What follows belongs to an exercise in optimizing a design on an open flow for small area and a short achievable clock period; a production flow would make more cautious choices.
In this exercise RTL edits were held to simulation tests only and were not proved equivalent to the original.
Power is estimated from default activity; no workload was simulated.

alpha:
// mul32
module mul32 (
   input  logic        clk,
   input  logic        rst,
   input  logic        is_signed,
   input  logic [31:0] src,
   input  logic [31:0] sink,
   output logic [63:0] dest
);
Size in the first run: about 2900 cells after synthesis, ~600 flip-flops, ~130 I/O pins, about 36000 sq um of cells after synthesis.
clock: 6.5 ns
lec_check: 0
cap_margin: 20
core_margin: 2
core_utilization: 40
cts_cluster_diameter: 130
cts_cluster_size: 32
setup_slack_margin: 4.05
slew_margin: 20
synth_hierarchical: 1
synth_minimum_keep_size: 0
run.sh (not shown) runs the stock make flow with config.mk's settings and CLKGATE_MAP_FILE= SYNTH_SCRIPT=/design/flow/synth_recipe.tcl, a recipe that flattens the netlist after the stock synthesis.
alpha was carried through to the last stage, and its layout satisfied the timing, DRC and antenna checks.
#### Input delta (beta over alpha)
Settings: removing CTS_CLUSTER_SIZE (formerly 32); removing CTS_CLUSTER_DIAMETER (formerly 130).
Results
The achievable frequency of alpha and that of beta are within noise of each other.
Taking alpha as the reference, in beta sequential share of layout area dropped 1.5 points, synthesis-to-finish area growth moved up, post-detailed-routing wire length increased 2100 um.
For beta, the category of the most critical setup path was reg2reg, unlike alpha, where it was reg2out.
[inputs] gamma vs beta
Settings: putting CTS_CLUSTER_SIZE at 30 where nothing was set; putting CTS_CLUSTER_DIAMETER at 100 where nothing was set.
### Flow results
Cell count: gamma lower than beta. beta → gamma: area fraction of clock buffers and clock inverters lower, power consumption lower, switching fraction of total power higher, met1 wire length lower, cell area lower. On synthesis-to-finish area growth: gamma sits below beta. A endpoint of the most critical setup path of r2_cs[98] is what gamma shows, while r2_cs[58] belongs to beta.
#### Input delta (delta over gamma)
Settings: a change of CTS_CLUSTER_SIZE from 30 to 25; an added TNS_END_PERCENT of 30.
==> comparison <==
delta against gamma: power attributed to combinational cells barely changed, total design power dropped about 1.4%, share of cell area taken by multi-input logic gates barely changed, share of synthesized cell area in and, or, nand and nor gates barely changed. Diff gamma -> delta | clock-buffer cell count | increase of 1. delta finished every stage and its layout cleared the timing, DRC and antenna checks. Summary — final design area excluding fillers, delta relative to gamma: lower, by 230 sq um. When delta is measured against gamma, its slew at the pin closest to its max-slew limit turns out 7.1 ps lower.


Starting RTL as in the previous note.
clock: 6.5 ns
lec_check: 0
cap_margin: 5
core_margin: 2
core_utilization: 40
cts_cluster_diameter: 100
cts_cluster_size: 25
setup_slack_margin: 4.05
slew_margin: 5
synth_hierarchical: 1
synth_minimum_keep_size: 0
==> next run, changes <==
- CAP_MARGIN: 5 -> 20
- CORE_UTILIZATION: 40 -> 55
- CTS_CLUSTER_DIAMETER: 100 -> unset
- CTS_CLUSTER_SIZE: 25 -> unset
- PLACE_DENSITY: unset -> 0.65
- SLEW_MARGIN: 5 -> 20
=> Cell count fell by a few percent; via count rose by a few percent; total power rose by roughly a tenth; die area went down by a quarter to a third; global-route usage grows by 9.5 points; worst setup slack degrades by 0.054 ns; clock-buffer cell count grows by 64; synthesized cell count does not change; design area went up by a few percent; wire length came out higher by a few percent; first-iteration DRC count rises by a quarter to a third.
==> next run, changes <==
- CORE_UTILIZATION: 55 -> 40
- CTS_CLUSTER_DIAMETER: unset -> 60
- CTS_CLUSTER_SIZE: unset -> 30
- PLACE_DENSITY: 0.65 -> unset
Outcome: Setup slack gains 0.066 ns. Non-clock buffer count grows by 20. Wire length shrinks by 1.3%. Final area barely changes. Core utilization shrinks by 17 points. Clock power shrinks by 11%. Global-route usage shrinks by 9.2 points. Total power shrinks by 2.5%. Synthesized area is unchanged. Count of clock-buffer cells in the layout shrinks by 39.
==> next run, changes <==
- CTS_CLUSTER_DIAMETER: 60 -> 100
- CTS_CLUSTER_SIZE: 30 -> 25
Result: Fmax goes down by 0.47%; design area shrinks by 2.4%; routed wire length shrinks by 0.69%; die area stays the same; setup slack degrades by 0.011 ns; sequential power barely changes.
==> next run, changes <==
- SETUP_SLACK_MARGIN: 4.05 -> 4.12
Effect: Die area stays the same; combinational power is higher by about 4%; count of clock-buffer cells in the layout does not change; power is higher by 2.0%; utilization is higher by 0.62 points; critical path depth stays the same; routed wire length is higher by 0.35%; final area is higher by 1.4%; area after synthesis stays the same.
==> next run, changes <==
- CTS_CLUSTER_DIAMETER: 100 -> unset
- CTS_CLUSTER_SIZE: 25 -> unset
- SETUP_SLACK_MARGIN: 4.12 -> 4.2
Outcome:
- critical path depth does not change
- power increases by 13%
- final area grows by 5.4%
- area after synthesis is unchanged
- setup slack improves by 0.032 ns
- clock-buffer cell count increases by 57
- global-route usage grows by 0.63 points
- maximum frequency rises by 1.3%
- utilization went up by 2.5 points
- cell count rises by 2.2%

-- separate check: timing with driven ports --
In the flow no input, the clock included, has a driving cell. The finished layouts below were timed again as built, in two steps. Step 1 assumes that a clkbuf_16 drives the clock port and a buf_2 every other input. Step 2, shift: input delay + t, output delay - t, t = (earliest + latest rising clock arrival at the registers) / 2. This alone moves slack from input paths to output paths. Slacks: no drivers / after step 1 / after step 2; pairs: no drivers / after step 1.
| run | t, ns | setup WS [ns] | worst register clock-pin slew, ns |
|---|---|---|---|
| alpha | 0.662 | 4.081 / 4.017 / 3.680 | 0.12 / 0.12 |
| beta | 0.681 | 4.080 / 4.023 / 3.667 | 0.07 / 0.07 |
| gamma | 0.684 | 4.070 / 4.017 / 3.685 | 0.12 / 0.12 |
| delta | 0.687 | 4.069 / 4.004 / 3.679 | 0.10 / 0.10 |
| the first run of note 2 | 0.687 | 4.065 / 4.003 / 3.679 | 0.10 / 0.10 |
| the second run of note 2 | 0.659 | 4.011 / 4.011 / 3.643 | 0.07 / 0.07 |
| the third run of note 2 | 0.682 | 4.077 / 4.024 / 3.678 | 0.10 / 0.10 |
| the fourth run of note 2 | 0.687 | 4.065 / 4.003 / 3.679 | 0.10 / 0.10 |
| the fifth run of note 2 | 0.688 | 4.067 / 4.003 / 3.674 | 0.10 / 0.10 |
| the sixth run of note 2 | 0.679 | 4.099 / 4.038 / 3.814 | 0.07 / 0.07 |
After both steps every run listed still meets setup and hold. For beta, which loses most, drivers alone change the setup slack by -0.057 ns; drivers and shift together by -0.413 ns.
